This is an optimization exercise on Yosys and OpenROAD, whose aim is small area and a short achievable clock period, not a production implementation.
Function was checked by simulation only, so behaviour that the tests miss may differ from the original.
No activity file was given, so power comes from the tool's default toggle rates.

## flow/design.v (module list and top-level ports; edited modules follow where they fit)
// module dsconv_top: 1230 lines
// module dsconv_fa: 10 lines
// module dsconv_ha: 9 lines
module dsconv_top (
    input  wire        clk,
    input  wire        rst,
    input  wire        start,
    input  wire [47:0] input_pixels,         
    output wire [6:0]  input_pixel_addr,
    output wire [11:0] output_pixel,
    output wire [6:0]  output_pixel_addr,
    output wire [1:0]  output_filter,
    output wire        ready,
    output wire        done
);
  // ...
==> flow/flow/run.sh <==
#!/bin/bash
# The standard layout (the standard.sh: standard synthesis and the ORFS
# steps), with two changes to how it optimises, not to what it is given:
#  - repair_timing aims for 7.7 ns of setup slack at the 11 ns clock, so that
#    paths are sped up well below the clock period;
#  - the input and output port buffers are buf_2 cells, not the delay cells
#    buffer_ports would pick.
set -euo pipefail
bash standard.sh SETUP_SLACK_MARGIN=7.7 "BUFFER_PORTS_ARGS=-buffer_cell sky130_fd_sc_hd__buf_2" finish > standard.log 2>&1
==> flow/standard.sh <==
#!/bin/bash
# synth_recipe.tcl (not shown) runs the flow's synth.tcl, then flattens the netlist and writes it again
# the make line also repeats each setting of config.mk as NAME=value (left out here)
make -C /OpenROAD-flow-scripts/flow DESIGN_CONFIG=/design/flow/config.mk WORK_HOME=/design/flow/orfs CLKGATE_MAP_FILE= SYNTH_SCRIPT=/design/flow/synth_recipe.tcl "${@:-finish}"
==> flow/config.mk <==
export PLATFORM = sky130hd
export DESIGN_NAME = dsconv_top
export DESIGN_NICKNAME = dsconv_top
export VERILOG_FILES = /design/flow/design.v
export SDC_FILE = /design/flow/constraint.sdc
export NUM_CORES = 4
export LEC_CHECK = 0
export CAP_MARGIN = 20
export CORE_MARGIN = 2
export CORE_UTILIZATION = 65
export CTS_CLUSTER_DIAMETER = 100
export CTS_CLUSTER_SIZE = 30
export SLEW_MARGIN = 20
export SYNTH_HIERARCHICAL = 1
export SYNTH_MINIMUM_KEEP_SIZE = 0
==> flow/constraint.sdc <==
create_clock -name core_clock -period 11.0 [get_ports {clk}]
set_input_delay 2.2000 -clock core_clock [delete_from_list [all_inputs] [get_ports {clk}]]
set_output_delay 2.2000 -clock core_clock [all_outputs]
set_load 0.01 [all_outputs]
==> impl_metrics.ini, run 1 <==
[run_status]
outcome = no timing/DRC/antenna violations

[detailed_routing]
route.detailed.drc = 0
viasPerCell = 5.42
drt-initial-drc-count = 2191
met2_wl_post_dr_mm = 45.8

[die]
die-area_um2 = 115000
die_w_um = 339

[finish]
layout.area.seq_um2 = 55700
non_clock_inverters = 283
sh_seq_area = 0.714
area_growth_pct = 6.82
buf_share = 0.0120
clkbuf_count = 131
instances_no_fill = 5375
num-multi-input-gates = 1368
most-common-layout-cells = sky130_fd_sc_hd__edfxtp_1, sky130_fd_sc_hd__fa_1, sky130_fd_sc_hd__dfxtp_1, sky130_fd_sc_hd__inv_1, sky130_fd_sc_hd__ha_1
largest_register = dl
largest_cell_class = registers

[global_route]
grt_util_met2 = 0.269
groute.layer.met1.usage = 0.293
grt_start_max_net_pins = 214
number_of_antenna_violations_at_the_first_check_in_global_routing = 1

[sta]
worst_clock_skew_ns = 0.0250
highest_clock_rate_mhz = 301
slew_viol_final = 0

[placement]
buffer_ports.inserted = 80
placed_cell_area_um2 = 75400

[critical_path]
timing.setup.critical_path_class = reg2out
crit_slowest_cell = sky130_fd_sc_hd__dfxtp_2
path_depth = 1
crit_path_max_fanout = 2
setup.worst_path.end_class = primary output
worst_r2r_path_depth = 8

[power]
clockNetworkPower_uw = 3460

[synth]
synth_warn = 10
biggest_area_contributors_in_the_synthesized_netlist = sky130_fd_sc_hd__edfxtp_1, sky130_fd_sc_hd__fa_1, sky130_fd_sc_hd__dfxtp_1
syn_nets = 4361

[clocking]
clockBufferDepth = 3
==> inputs of run 2 (changes only) <==
--- a/flow/design.v
+++ b/flow/design.v
@@ -953,24 +953,24 @@
         dwc[2] <= {1'b0, dw2_267, dw2_265, dw2_263, dw2_261, dw2_259, dw2_257, dw2_255, dw2_253, dw2_251, dw2_249, dw2_247, dw2_245, dw2_243, dw2_241, dw2_239, dw2_238};
         dws[3] <= {1'b1, 1'b1, dw3_165, dw3_191, dw3_189, dw3_187, dw3_185, dw3_183, dw3_181, dw3_179, dw3_177, dw3_175, dw3_173, dw3_171, dw3_169, dw3_167, dw3_138};
         dwc[3] <= {1'b0, 1'b0, dw3_192, dw3_190, dw3_188, dw3_186, dw3_184, dw3_182, dw3_180, dw3_178, dw3_176, dw3_174, dw3_172, dw3_170, dw3_168, dw3_88, dw3_166};
         v2 <= v1 && !rst;
     end
     reg [4*12-1:0] u3;
     reg          v3;
     reg [16:0]   dsum [0:3];
-    integer c;
+    integer ca, cb;
     always @(*) begin
-        for (c = 0; c < 4; c = c + 1) dsum[c] = dws[c] + dwc[c];
+        for (ca = 0; ca < 4; ca = ca + 1) dsum[ca] = dws[ca] + dwc[ca];
     end
     always @(posedge clk) begin
-        for (c = 0; c < 4; c = c + 1) begin
-            if (dsum[c][16] != dsum[c][15]) u3[c*12 +: 12] <= dsum[c][16] ? 12'h000 : 12'hfff;
-            else                          u3[c*12 +: 12] <= {~dsum[c][15], dsum[c][14:4]};
+        for (cb = 0; cb < 4; cb = cb + 1) begin
+            if (dsum[cb][16] != dsum[cb][15]) u3[cb*12 +: 12] <= dsum[cb][16] ? 12'h000 : 12'hfff;
+            else                            u3[cb*12 +: 12] <= {~dsum[cb][15], dsum[cb][14:4]};
         end
         v3 <= v2 && !rst;
     end
     reg  [8:0] oa;
     reg  [8:0] nx;
     reg  [3:0] fsel;
     reg  [1:0] nfb;
     reg        ready_r;
==> impl_metrics.ini, run 2 <==
[detailed_routing]
met2_wl_post_dr_mm = 45.8
routed_wl_mm = 101
route.detailed.wl_per_inst_um = 18.8
viasPerCell = 5.42
route.detailed.drc = 0
ant_nets = 0
m1WireLength_mm = 49.7
via_count = 29200
dr_wl_met3_mm = 3.46
maxUsedRoutingLayer = met4
drt-initial-drc-count = 2191
drt_pass1_iterations = 6

[critical_path]
startpoint_type = flip-flop
worst-endpoint-required_ns = 8.80
worstPathCellList = buf_6
timing.critical_path.arrival_ns = 1.13
timing.setup.critical_path_class = reg2out
cp-startpoint = done_r
worst_path_largest_cell_delay_ns = 0.34
rr_startpoint = fsel[3]
setup.worst_path.end_class = primary output
worst_r2r_path_depth = 8
worst-r2r-setup-slack_ns = 7.82
crit_buf_inv = 1
timing.critical_path.max_delay_family = flip-flops
crit_path_max_fanout = 2
critPathCapture = done
timing.rr.end = pws[3]
path_depth = 1
crit_slowest_cell = sky130_fd_sc_hd__dfxtp_2

[power]
power_frac_seq = 0.546
ir_drop_v = 0.000186
p_leak_uw = 0.0280
power_switching_uw = 4820
clkPwrFrac = 0.203
power.share.combinational = 0.251
swShare = 0.283
power.density_nw_per_um2 = 219
power.internal_uw = 12200

[sta]
worst_clock_skew_ns = 0.0250
max-slew-margin-rel = 0.332
slew_viol_final = 0
highest_clock_rate_mhz = 301
timing.final.setup_violations = 0
unrepaired_setup_endpoints_after_global_routing = true
timing.final.crit_share = 0.302
setup_ws_ns = 7.67
final_min_period_ns = 3.33
timing_worst_slew_pin_value_ns = 0.991
timing.final.hold_violations = 0

[clocking]
cts_made_buffers = 76
cts.reportedPaths.clkPinSlew_ns = 0.11
tritoncts_num_sinks = 1972
clk_latency_ns = 0.69
clockBufferDepth = 3
ctsRootBufferMaster = sky130_fd_sc_hd__clkbuf_16
tritoncts_clock_tree = built
clock_tree.htree_level_count = 3

[die]
die-area_um2 = 115000
floorplan.io_pins = 81
coreArea_um2 = 112000
die_w_um = 339
floorplan.initialDensity = 0.652
die_h_um = 339
placement_row_count = 123

[flow_run]
cap_viol_max_count = 0

[synth]
postSynthRegisterBits = 1972
synth_xor_xnor_area_share = 0.00959
synth-compound-area-share = 0.0249
yosys.cell_types.count = 65
synthesis.area_um2 = 73100
synthAdderAreaFrac = 0.160
yosys.cell_count.top_type = sky130_fd_sc_hd__edfxtp_1
syn_avg_cell_area_um2 = 19.9
commonest_cells_in_the_synthesized_netlist = sky130_fd_sc_hd__edfxtp_1, sky130_fd_sc_hd__fa_1, sky130_fd_sc_hd__dfxtp_1
leading_area_contributor_after_synthesis = sky130_fd_sc_hd__edfxtp_1
synth_top_family_by_area = adder cells
synth_edf_count = 1620
share_of_synthesized_registers_carrying_an_async_set_or_reset = 0
synth_mux_area_frac = 0.00348
post_synth_and_or_nand_nor_area_fraction = 0.0225
syn_inst = 3669
synth.top_cell.area_share = 0.666
synth_flop_cell = sky130_fd_sc_hd__edfxtp_1
biggest_area_contributors_in_the_synthesized_netlist = sky130_fd_sc_hd__edfxtp_1, sky130_fd_sc_hd__fa_1, sky130_fd_sc_hd__dfxtp_1
synth_warn = 10
synth-seq-area-share = 0.762
syn_nets = 4361

[global_route]
via_count_of_the_first_global_routing_pass = 30200
grt_start_max_net_pins = 214
overflow = 0
grt.total_usage = 0.180
grt_first_pass_wirelength_mm = 164
number_of_antenna_violations_at_the_first_check_in_global_routing = 1

[finish]
multi_input_area_um2 = 16200
largest_register = dl
layout.cells.most_common = sky130_fd_sc_hd__edfxtp_1
number_of_flip_flops_in_the_largest_register = 1620
design.final.nets = 4506
finalInstanceArea_um2 = 78100
most-common-layout-cells = sky130_fd_sc_hd__edfxtp_1, sky130_fd_sc_hd__fa_1, sky130_fd_sc_hd__dfxtp_1, sky130_fd_sc_hd__inv_1, sky130_fd_sc_hd__ha_1
reg_top3 = dl (1620), dwc (62), dws (62)
final_layout_size_suffix_gt1_frac = 0.0671
layout.area.seq_um2 = 55700
n_antenna_cell = 0
filler_cell_count = 7054
area_growth_pct = 6.82

[hold_path]
worstHoldPathType = reg2reg

[placement]
post-place-ws_ns = 7.23
buffer_ports.inserted = 80
dp_hpwl_mm = 64.6
gp_congestion = 0.801
placed_cell_area_um2 = 75400

[run_status]
outcome = no timing/DRC/antenna violations
## run 2: cell counts after synthesis
No cell type changed its count.
## run 2: worst min-delay path by stage
stage                     slack, ns     start         to  cells after the start
after floorplan                0.35    x0[24]  dws[2][0]                      0
after global placement         0.39    x0[46]     dl[46]                      0
after detailed placement       0.39    x0[46]     dl[46]                      0
after CTS                      0.42  dl[1371]   dl[1419]                      0
after global routing           0.42  dl[1371]   dl[1419]                      0
final                          0.42    x0[42]     dl[42]                      0
## run 2: power groups by stage
stage / Clock, µW / Combinational, µW / Sequential, µW
2_1_floorplan: 0 / 3150 / 9570
6_report: 3460 / 4280 / 9320
3_5_place_dp: 0 / 4340 / 9500
4_1_cts: 3600 / 4360 / 9340
3_3_place_gp: 0 / 4180 / 9490
5_1_grt: 3840 / 4950 / 9400
## run 2: area by class of cell
cell class                      count  share of cell area
Clock inverter                      8             0.00151
Timing Repair Buffer              113              0.0120
Sequential cell                  1972               0.714
Tap cell                         1500              0.0240
Timing Repair inverter              1           0.0000962
Clock buffer                      131              0.0277
Multi-Input combinational cell   1368               0.207
Inverter                          282              0.0137
## run 2: metal layers
| metal | up-vias | GRT usage |
|---|---|---|
| li1 | 13500 | - |
| met2 | 498 | 0.269 |
| met3 | 126 | 0.0230 |
| met4 | 0 | 0.0394 |
| met1 | 15100 | 0.293 |
| met5 | - | 0 |
## run 2: what timing repair did
action,4_1_cts,5_1_grt
resized for setup,23,30
buffers inserted,4,2
endpoints found under the setup margin,541,443
hold buffers,0,0
cloned,2,3
hold endpoints to repair,0,0
## run 2: Yosys stat by module, one instance, submodules excluded
| module | flops+latches | cell area [µm²] |
|---|---|---|
| dsconv_fa | 0 | 20.0 |
| dsconv_top | 1972 | 62900 |
| dsconv_ha | 0 | 12.5 |
## run 2: cell families after synthesis
| family | count (synthesis) |
|---|---|
| AO/OA/AOI/OAI | 273 |
| XOR/XNOR | 80 |
| adder cells (fa/ha/maj) | 663 |
| buffers and inverters | 329 |
| flip-flops | 1972 |
| multiplexers | 24 |
| AND/OR/NAND/NOR | 328 |
## run 2: per-stage QoR
step	instances	power, µW	utilization	hold slack (ns)	setup TNS, ns
floorplan	3669	12700	-	0.347	-1382.17
global placement	5225	13700	0.673	0.391	0
detailed placement	5225	13800	0.673	0.390	0
CTS	5370	17300	0.695	0.416	0
global route	5375	18200	0.697	0.421	0
finish	5375	17100	0.697	0.415	0
==> inputs of run 3 (changes only) <==
==> flow/flow/run.sh (replaced) <==
#!/bin/bash
# The standard layout (the standard.sh: standard synthesis and the ORFS
# steps), with two changes to how it optimises, not to what it is given:
#  - repair_timing aims for 7.8 ns of setup slack at the 11 ns clock, so that
#    paths are sped up well below the clock period;
#  - the input and output port buffers are buf_2 cells, not the delay cells
#    buffer_ports would pick.
set -euo pipefail
bash standard.sh SETUP_SLACK_MARGIN=7.8 "BUFFER_PORTS_ARGS=-buffer_cell sky130_fd_sc_hd__buf_2" finish > standard.log 2>&1
==> impl_metrics.ini, run 3 <==
[global_route]
overflow = 0
number_of_antenna_violations_at_the_first_check_in_global_routing = 1
via_count_of_the_first_global_routing_pass = 30200
grt_start_max_net_pins = 169
grt_first_pass_wirelength_mm = 164
grt.total_usage = 0.181

[die]
placement_row_count = 123
die-area_um2 = 115000
coreArea_um2 = 112000
die_w_um = 339
floorplan.io_pins = 81
die_h_um = 339
floorplan.initialDensity = 0.652

[critical_path]
timing.critical_path.max_delay_family = flip-flops
worstPathCellList = buf_6
worst-endpoint-required_ns = 8.80
timing.critical_path.arrival_ns = 1.12
worst_path_largest_cell_delay_ns = 0.34
setup.worst_path.end_class = primary output
crit_buf_inv = 1
crit_path_max_fanout = 2
startpoint_type = flip-flop
timing.setup.critical_path_class = reg2out
crit_slowest_cell = sky130_fd_sc_hd__dfxtp_2

[sta]
worst_clock_skew_ns = 0.0242
max-slew-margin-rel = 0.335
timing.final.crit_share = 0.302
final_min_period_ns = 3.32
slew_viol_final = 0
setup_ws_ns = 7.68
highest_clock_rate_mhz = 301
timing.final.setup_violations = 0
timing.final.hold_violations = 0
unrepaired_setup_endpoints_after_global_routing = true
timing_worst_slew_pin_value_ns = 0.987

[detailed_routing]
route.detailed.drc = 0
via_count = 29200
drt_pass1_iterations = 7
drt-initial-drc-count = 2198
route.detailed.wl_per_inst_um = 18.8
ant_nets = 0
viasPerCell = 5.41
routed_wl_mm = 101

[synth]
yosys.cell_count.top_type = sky130_fd_sc_hd__edfxtp_1
syn_avg_cell_area_um2 = 19.9
postSynthRegisterBits = 1972
share_of_synthesized_registers_carrying_an_async_set_or_reset = 0
synth.top_cell.area_share = 0.666
commonest_cells_in_the_synthesized_netlist = sky130_fd_sc_hd__edfxtp_1, sky130_fd_sc_hd__fa_1, sky130_fd_sc_hd__dfxtp_1
yosys.cell_types.count = 65
syn_inst = 3669
synthesis.area_um2 = 73100
biggest_area_contributors_in_the_synthesized_netlist = sky130_fd_sc_hd__edfxtp_1, sky130_fd_sc_hd__fa_1, sky130_fd_sc_hd__dfxtp_1
synth_edf_count = 1620
synth-seq-area-share = 0.762
synth_warn = 10
syn_nets = 4361
synth_flop_cell = sky130_fd_sc_hd__edfxtp_1
leading_area_contributor_after_synthesis = sky130_fd_sc_hd__edfxtp_1

[placement]
post-place-ws_ns = 7.23
gp_congestion = 0.801
dp_hpwl_mm = 64.6
buffer_ports.inserted = 80
post-place-cells = 5225
placed_cell_area_um2 = 75400

[power]
power.density_nw_per_um2 = 218
p_leak_uw = 0.0281
ir_drop_v = 0.000185
report.power.total_uw = 17100

[finish]
most-common-layout-cells = sky130_fd_sc_hd__edfxtp_1, sky130_fd_sc_hd__fa_1, sky130_fd_sc_hd__dfxtp_1, sky130_fd_sc_hd__inv_1, sky130_fd_sc_hd__ha_1
finalInstanceArea_um2 = 78300
reg_top3 = dl (1620), dwc (62), dws (62)
area_growth_pct = 7.17
number_of_flip_flops_in_the_largest_register = 1620
instances_no_fill = 5395
final_layout_size_suffix_gt1_frac = 0.0799
largest_register = dl
design.final.nets = 4525
layout.cells.most_common = sky130_fd_sc_hd__edfxtp_1
fin_util = 0.699

[clocking]
clockBufferDepth = 3
tritoncts_num_sinks = 1972
clock_tree.htree_level_count = 3
cts_hold_buffers = 0
tritoncts_clock_tree = built
ctsRootBufferMaster = sky130_fd_sc_hd__clkbuf_16
cts.reportedPaths.clkPinSlew_ns = 0.11
clk_latency_ns = 0.69
cts_made_buffers = 76

[flow_run]
cap_viol_max_count = 0

[hold_path]
worstHoldPathType = reg2reg

[run_status]
outcome = no timing/DRC/antenna violations
==> run 3: cell counts after synthesis <==
No cell type changed its count.
==> run 3: area by class of cell <==
class                           instances  area [µm²]
Fill cell                            7042       33700
Inverter                              282        1070
Clock inverter                          8         118
Multi-Input combinational cell       1368       16300
Timing Repair inverter                  1        7.51
Tap cell                             1500        1880
Antenna cell                            1        2.50
Sequential cell                      1972       55700
Clock buffer                          131        2160
Timing Repair Buffer                  132        1100
==> run 3: worst reg2reg max path: cells and delay by family (launching register included) <==
kind            cells  cell delay, ns
fa+ha+maj           4            1.97
flops               1            0.38
buf+inv             3            0.43
compound gates      1            0.27
==> run 3: worst paths after layout <==
| path | startpoint | end | slack, ns | depth (start not counted) |
|---|---|---|---|---|
| min reg2reg | x0[42] | dl[42] | 0.42 | 0 |
| min | x0[42] | dl[42] | 0.42 | 0 |
| max | done_r | done | 7.68 | 1 |
| max reg2reg | fsel[3] | pws[11] | 7.87 | 8 |
==> run 3: power breakdown <==
group / total, µW / internal [µW] / leakage (µW) / switching, µW
Combinational: 4300 / 1920 / 0.00891 / 2380
Sequential: 9330 / 8930 / 0.0181 / 400
Clock: 3460 / 1400 / 0.00109 / 2060
Total: 17100 / 12300 / 0.0281 / 4840
==> run 3: cells by family after synthesis <==
family / share of synthesized area
buf+inv: 0.0171
simple gates: 0.0225
mux: 0.00348
fa+ha+maj: 0.160
xor+xnor: 0.00959
compound gates: 0.0249
flops: 0.762
==> run 3: timing repair <==
action	in CTS	in global routing
gates resized for setup	30	61
hold endpoints to repair	0	0
pin swaps	0	47
endpoints found under the setup margin	710	613
buffers inserted	4	21
cloned	4	1
==> run 3: modules after synthesis, one instance, submodules excluded <==
| module | copies in the design | cell area, µm² |
|---|---|---|
| dsconv_fa | 463 | 20.0 |
| dsconv_top | 1 | 62900 |
| dsconv_ha | 75 | 12.5 |
==> run 3: per-stage QoR <==
step | TNS (ns) | hold slack (ns)
3_5_place_dp | 0 | 0.390
6_report | 0 | 0.415
3_3_place_gp | 0 | 0.391
2_1_floorplan | -1382.17 | 0.347
5_1_grt | 0 | 0.421
4_1_cts | 0 | 0.416
==> run 3: layer usage <==
layer,vias to the layer above,GRT usage,share of wire
met5,-,0,0
met4,0,0.0392,0.019
met3,128,0.0230,0.033
met2,455,0.270,0.46
met1,15100,0.294,0.49
li1,13500,-,-
==> inputs of run 4 (changes only) <==
==> flow/flow/run.sh (replaced) <==
#!/bin/bash
# The standard layout (the standard.sh: standard synthesis and the ORFS
# steps), with two changes to how it optimises, not to what it is given:
#  - repair_timing aims for 7.5 ns of setup slack at the 11 ns clock, so that
#    paths are sped up well below the clock period;
#  - the input and output port buffers are buf_2 cells, not the delay cells
#    buffer_ports would pick.
set -euo pipefail
bash standard.sh SETUP_SLACK_MARGIN=7.5 "BUFFER_PORTS_ARGS=-buffer_cell sky130_fd_sc_hd__buf_2" finish > standard.log 2>&1
==> impl_metrics.ini, run 4 <==
[global_route]
grt_first_pass_wirelength_mm = 164
groute.layer.met1.usage = 0.293
grt.busiest_layer = met1
grt_util_met2 = 0.267
overflow = 0
grt.total_usage = 0.180
grt.met3_usage = 0.0225
number_of_antenna_violations_at_the_first_check_in_global_routing = 1
grt_start_max_net_pins = 217
via_count_of_the_first_global_routing_pass = 30100

[detailed_routing]
route.detailed.wl_per_inst_um = 18.6
drt-initial-drc-count = 2100
routed_wl_mm = 100
ant_nets = 0
viasPerCell = 5.40
via_count = 29000
drt_pass1_iterations = 6
route.detailed.drc = 0

[sta]
worst_clock_skew_ns = 0.0231
highest_clock_rate_mhz = 298
slew_viol_final = 0
timing.final.setup_violations = 0
final_min_period_ns = 3.35
timing_worst_slew_pin_value_ns = 1.12
timing.final.crit_share = 0.305
unrepaired_setup_endpoints_after_global_routing = false
timing.final.hold_violations = 0
worst_hold_slack_ns = 0.415
max-slew-margin-rel = 0.252
setup_ws_ns = 7.65

[critical_path]
crit_buf_inv = 2
worst_r2r_path_depth = 7
cpMostUsedCell = sky130_fd_sc_hd__fa_1
worst_path_largest_cell_delay_ns = 0.57
timing.critical_path.arrival_ns = 3.91
worst-endpoint-required_ns = 11.56
worstPathCellList = buf_6 > clkinvlp_4 > o221ai_1 > fa_1 > fa_1 > fa_1 > fa_1
setup.worst_path.end_class = flip-flop
timing.setup.critical_path_class = reg2reg
crit_slowest_cell = sky130_fd_sc_hd__fa_1
path_depth = 7
timing.critical_path.max_delay_family = adder cells
worst-r2r-setup-slack_ns = 7.65
rr_startpoint = fsel[3]
crit_path_max_fanout = 30
timing.rr.end = pws[10]
startpoint_type = flip-flop

[finish]
most-common-layout-cells = sky130_fd_sc_hd__edfxtp_1, sky130_fd_sc_hd__fa_1, sky130_fd_sc_hd__dfxtp_1, sky130_fd_sc_hd__inv_1, sky130_fd_sc_hd__ha_1
instances_no_fill = 5369
area_growth_pct = 6.47
finalInstanceArea_um2 = 77800
n_antenna_cell = 0
number_of_flip_flops_in_the_largest_register = 1620
reg_top3 = dl (1620), dwc (62), dws (62)
final_layout_size_suffix_gt1_frac = 0.0610
largest_register = dl
design.final.nets = 4500
layout.cells.most_common = sky130_fd_sc_hd__edfxtp_1
fin_util = 0.695

[synth]
commonest_cells_in_the_synthesized_netlist = sky130_fd_sc_hd__edfxtp_1, sky130_fd_sc_hd__fa_1, sky130_fd_sc_hd__dfxtp_1
biggest_area_contributors_in_the_synthesized_netlist = sky130_fd_sc_hd__edfxtp_1, sky130_fd_sc_hd__fa_1, sky130_fd_sc_hd__dfxtp_1
syn_avg_cell_area_um2 = 19.9
synth_edf_count = 1620
share_of_synthesized_registers_carrying_an_async_set_or_reset = 0
syn_nets = 4361
yosys.cell_count.top_type = sky130_fd_sc_hd__edfxtp_1
postSynthRegisterBits = 1972
synth.top_cell.area_share = 0.666
synthesis.area_um2 = 73100
synth_warn = 10
leading_area_contributor_after_synthesis = sky130_fd_sc_hd__edfxtp_1
synth_flop_cell = sky130_fd_sc_hd__edfxtp_1
yosys.cell_types.count = 65
syn_inst = 3669
synth-seq-area-share = 0.762

[clocking]
cts_made_buffers = 76
tritoncts_num_sinks = 1972
clock_tree.htree_level_count = 3
cts_hold_buffers = 0
clockBufferDepth = 3
tritoncts_clock_tree = built
cts.reportedPaths.clkPinSlew_ns = 0.11
ctsRootBufferMaster = sky130_fd_sc_hd__clkbuf_16
clk_latency_ns = 0.69

[placement]
post-place-ws_ns = 7.23
gp_congestion = 0.801
post-place-cells = 5225
buffer_ports.inserted = 80
dp_hpwl_mm = 64.6
placed_cell_area_um2 = 75400

[die]
floorplan.initialDensity = 0.652
floorplan.io_pins = 81
coreArea_um2 = 112000
die-area_um2 = 115000
placement_row_count = 123
die_h_um = 339
die_w_um = 339

[run_status]
outcome = no timing/DRC/antenna violations

[hold_path]
timing.hold.worst.start = x0[42]
hold-path-cell-count = 0
min_delay_worst_endpoint = dl[42]
worstHoldPathType = reg2reg

[power]
p_leak_uw = 0.0279
ir_drop_v = 0.000186
power.density_nw_per_um2 = 219

[flow_run]
cap_viol_max_count = 0
==> run 4: cell counts after synthesis <==
No cell type changed its count.
==> run 4: metal layers <==
layer / vias up / share of wire
met1: 14900 / 0.50
met4: 0 / 0.020
met3: 124 / 0.032
li1: 13500 / -
met5: - / 0
met2: 461 / 0.45
==> run 4: per-stage QoR <==
step,power (µW),setup TNS (ns)
CTS,17300,0
global placement,13700,0
global route,18200,0
detailed placement,13800,0
floorplan,12700,-1382.17
finish,17000,0
==> run 4: cell type report <==
cell class / instances / area (µm²)
Sequential cell: 1972 / 55700
Fill cell: 7088 / 34200
Multi-Input combinational cell: 1368 / 16200
Clock buffer: 131 / 2160
Tap cell: 1500 / 1880
Inverter: 282 / 1060
Timing Repair Buffer: 107 / 729
Clock inverter: 8 / 118
Timing Repair inverter: 1 / 7.51
==> run 4: worst max path at each step <==
stage               startpoint       end  slack, ns
floorplan                   v1     dl[0]      -0.85
global placement       fsel[0]    pws[7]       7.24
detailed placement          v1  dl[1582]       7.23
CTS                    fsel[0]    pws[7]       7.48
global route           fsel[0]    pws[7]       7.51
finish                 fsel[3]   pws[10]       7.65
==> run 4: worst register-to-register path, stage by stage (launching register included) <==
cell	delay, ns
sky130_fd_sc_hd__dfxtp_1	0.34
sky130_fd_sc_hd__buf_6	0.28
sky130_fd_sc_hd__clkinvlp_4	0.39
sky130_fd_sc_hd__o221ai_1	0.31
sky130_fd_sc_hd__fa_1	0.47
sky130_fd_sc_hd__fa_1	0.47
sky130_fd_sc_hd__fa_1	0.57
sky130_fd_sc_hd__fa_1	0.41
==> run 4: Yosys stat by module, one instance, submodules excluded <==
| module | area (µm²) | times used | flip-flops and latches |
|---|---|---|---|
| dsconv_top | 62900 | 1 | 1972 |
| dsconv_fa | 20.0 | 463 | 0 |
| dsconv_ha | 12.5 | 75 | 0 |
==> run 4: repair_timing <==
action	CTS	global route
endpoints found under the hold margin	0	0
gates resized for setup	8	8
gates cloned	1	0
endpoints found under the setup margin	458	400
buffers inserted	2	1
==> run 4: logic make-up after synthesis <==
| group | count (synthesis) | share of synthesized area |
|---|---|---|
| buf+inv | 329 | 0.0171 |
| mux | 24 | 0.00348 |
| flops | 1972 | 0.762 |
| compound gates | 273 | 0.0249 |
| xor+xnor | 80 | 0.00959 |
| fa+ha+maj | 663 | 0.160 |
| simple gates | 328 | 0.0225 |
==> run 4: power breakdown <==
| part | internal [µW] | switching [µW] | total (µW) |
|---|---|---|---|
| clock | 1400 | 2050 | 3460 |
| sequential | 8930 | 385 | 9310 |
| combinational | 1890 | 2370 | 4260 |
| total | 12200 | 4810 | 17000 |
==> inputs of run 5 (changes only) <==
==> flow/flow/run.sh (replaced) <==
#!/bin/bash
# The standard layout (the standard.sh: standard synthesis and the ORFS
# steps), with two changes to how it optimises, not to what it is given:
#  - repair_timing aims for 7.6 ns of setup slack at the 11 ns clock, so that
#    paths are sped up well below the clock period;
#  - the input and output port buffers are buf_2 cells, not the delay cells
#    buffer_ports would pick.
set -euo pipefail
bash standard.sh SETUP_SLACK_MARGIN=7.6 "BUFFER_PORTS_ARGS=-buffer_cell sky130_fd_sc_hd__buf_2" finish > standard.log 2>&1
==> impl_metrics.ini, run 5 <==
[synth]
synth_edf_count = 1620
synth_flop_cell = sky130_fd_sc_hd__edfxtp_1
share_of_synthesized_registers_carrying_an_async_set_or_reset = 0
syn_avg_cell_area_um2 = 19.9
synth_warn = 10
leading_area_contributor_after_synthesis = sky130_fd_sc_hd__edfxtp_1
synthesis.area_um2 = 73100
syn_inst = 3669
biggest_area_contributors_in_the_synthesized_netlist = sky130_fd_sc_hd__edfxtp_1, sky130_fd_sc_hd__fa_1, sky130_fd_sc_hd__dfxtp_1
synth-seq-area-share = 0.762
commonest_cells_in_the_synthesized_netlist = sky130_fd_sc_hd__edfxtp_1, sky130_fd_sc_hd__fa_1, sky130_fd_sc_hd__dfxtp_1
yosys.cell_types.count = 65
yosys.cell_count.top_type = sky130_fd_sc_hd__edfxtp_1
synth.top_cell.area_share = 0.666
postSynthRegisterBits = 1972
syn_nets = 4361

[clocking]
clockBufferDepth = 3
cts_made_buffers = 76
cts.reportedPaths.clkPinSlew_ns = 0.11
cts_hold_buffers = 0
tritoncts_num_sinks = 1972
clock_tree.htree_level_count = 3
ctsRootBufferMaster = sky130_fd_sc_hd__clkbuf_16
tritoncts_clock_tree = built
clk_latency_ns = 0.69

[placement]
gp_congestion = 0.801
buffer_ports.inserted = 80
dp_hpwl_mm = 64.6
post-place-ws_ns = 7.23

[finish]
filler_cell_count = 7071
final_layout_size_suffix_gt1_frac = 0.0638
largest_register = dl
n_antenna_cell = 0
most-common-layout-cells = sky130_fd_sc_hd__edfxtp_1, sky130_fd_sc_hd__fa_1, sky130_fd_sc_hd__dfxtp_1, sky130_fd_sc_hd__inv_1, sky130_fd_sc_hd__ha_1
design.final.nets = 4503
area_growth_pct = 6.63
reg_top3 = dl (1620), dwc (62), dws (62)
number_of_flip_flops_in_the_largest_register = 1620
layout.cells.most_common = sky130_fd_sc_hd__edfxtp_1

[detailed_routing]
route.detailed.drc = 0
ant_nets = 0
route.detailed.wl_per_inst_um = 18.7
drt_pass1_iterations = 6
routed_wl_mm = 101
via_count = 29100
viasPerCell = 5.41
drt-initial-drc-count = 2183

[run_status]
outcome = no timing/DRC/antenna violations

[critical_path]
startpoint_type = flip-flop
timing.rr.end = pws[7]
crit_slowest_cell = sky130_fd_sc_hd__dfxtp_2
timing.critical_path.max_delay_family = flip-flops
crit_buf_inv = 1
worst_r2r_path_depth = 8
worst_path_largest_cell_delay_ns = 0.34
crit_path_max_fanout = 2
timing.critical_path.arrival_ns = 1.12
worst-endpoint-required_ns = 8.80
worst-r2r-setup-slack_ns = 7.75
timing.setup.critical_path_class = reg2out
setup.worst_path.end_class = primary output
worstPathCellList = buf_6
rr_startpoint = fsel[0]

[power]
ir_drop_v = 0.000186
power.density_nw_per_um2 = 219
p_leak_uw = 0.0279
report.power.total_uw = 17000

[die]
coreArea_um2 = 112000
placement_row_count = 123
die_w_um = 339
die_h_um = 339
die-area_um2 = 115000
floorplan.io_pins = 81
floorplan.initialDensity = 0.652

[sta]
timing.final.hold_violations = 0
worst_clock_skew_ns = 0.0227
final_min_period_ns = 3.32
timing.final.crit_share = 0.302
unrepaired_setup_endpoints_after_global_routing = true
timing_worst_slew_pin_value_ns = 0.969
slew_viol_final = 0
max-slew-margin-rel = 0.347
timing.final.setup_violations = 0
highest_clock_rate_mhz = 301
setup_ws_ns = 7.68

[global_route]
overflow = 0
grt_first_pass_wirelength_mm = 164
grt_start_max_net_pins = 217
via_count_of_the_first_global_routing_pass = 30100
grt.total_usage = 0.180
number_of_antenna_violations_at_the_first_check_in_global_routing = 1

[hold_path]
timing.hold.worst.start = x0[42]
worstHoldPathType = reg2reg
hold-path-cell-count = 0
min_delay_worst_endpoint = dl[42]

[flow_run]
cap_viol_max_count = 0
==> run 5: cell counts after synthesis <==
Identical to the previous run, type by type.
==> run 5: cells by family after synthesis <==
family          after synthesis  synth area share
compound gates              273            0.0249
xor+xnor                     80           0.00959
fa+ha+maj                   663             0.160
buf+inv                     329            0.0171
flops                      1972             0.762
mux                          24           0.00348
simple gates                328            0.0225
==> run 5: cell type report <==
cell class,count,area [µm²],area share
sequential,1972,55700,0.715
timing repair inverter,1,7.51,0.0000963
inverter,282,1060,0.0137
tap,1500,1880,0.0241
clock buffer,131,2160,0.0277
clock inverter,8,118,0.00151
multi-input combinational,1368,16200,0.207
timing repair buffer,110,832,0.0107
==> run 5: per-stage QoR <==
step                cell area (µm²)   util   TNS, ns  cells  hold slack [ns]
floorplan                     73100      -  -1382.17   3669            0.347
global placement              75400  0.673         0   5225            0.391
detailed placement            75400  0.673         0   5225            0.390
CTS                           77800  0.694         0   5369            0.416
global route                  77900  0.696         0   5372            0.421
finish                        77900  0.696         0   5372            0.415
==> run 5: how the worst max path moves through the flow <==
stage                    end  startpoint  cells past startpoint  slack (ns)
floorplan              dl[0]          v1                      0       -0.85
global placement      pws[7]     fsel[0]                      8        7.24
detailed placement  dl[1582]          v1                      3        7.23
CTS                   pws[7]     fsel[0]                      8        7.57
global route           ready     ready_r                      1        7.60
finish                  done      done_r                      1        7.68
==> run 5: modules after synthesis (local to each module, per instance) <==
module	cells inside	flops+latches	area, µm²	times used
dsconv_ha	1	0	12.5	75
dsconv_fa	1	0	20.0	463
dsconv_top	3131	1972	62900	1
==> run 5: timing repair <==
action	CTS	global route
setup endpoints to repair	512	660
hold endpoints to repair	0	0
resized for setup	14	23
setup buffers	4	1
gates cloned	1	2
==> run 5: where the power goes <==
| group | leakage [µW] | switching (µW) | internal, µW |
|---|---|---|---|
| Clock | 0.00109 | 2050 | 1400 |
| Sequential | 0.0181 | 386 | 8930 |
| Combinational | 0.00876 | 2370 | 1900 |
==> run 5: layer usage <==
metal	routed length [µm]	part of all wire	global-route usage
met5	0	0	0
met3	3310	0.033	0.0230
met1	49500	0.49	0.292
met2	45700	0.46	0.268
met4	2000	0.020	0.0394

[afterwards: timing with drivers on the ports]
In the flow no input, the clock included, has a driving cell. The finished layouts below were timed again as built, in two steps. Step 1, drivers: a clkbuf_16 drives clk and a buf_2 each remaining input, both assumed. Step 2, shift: input delay + t, output delay - t, t = (earliest + latest rising clock arrival at the registers) / 2. This alone moves slack from input paths to output paths. Three values: ideal ports, drivers, drivers and shift; two values: the first two.
run | t, ns | setup slack, ns | clock arrival spread, ns | worst register clock-pin slew, ns | pins driven straight from the clock port
run 1 | 0.744 | 7.675 / 7.606 / 7.407 | 0.035 / 0.035 | 0.12 / 0.12 | 1
run 2 | 0.744 | 7.675 / 7.606 / 7.407 | 0.035 / 0.035 | 0.12 / 0.12 | 1
run 3 | 0.744 | 7.676 / 7.608 / 7.406 | 0.034 / 0.034 | 0.11 / 0.11 | 1
run 4 | 0.742 | 7.647 / 7.584 / 7.379 | 0.032 / 0.033 | 0.12 / 0.12 | 1
run 5 | 0.743 | 7.676 / 7.607 / 7.430 | 0.032 / 0.032 | 0.12 / 0.12 | 1
After both steps every run listed still meets setup and hold. For run 3, which loses most, drivers alone change the setup slack by -0.068 ns; drivers and shift together by -0.270 ns.
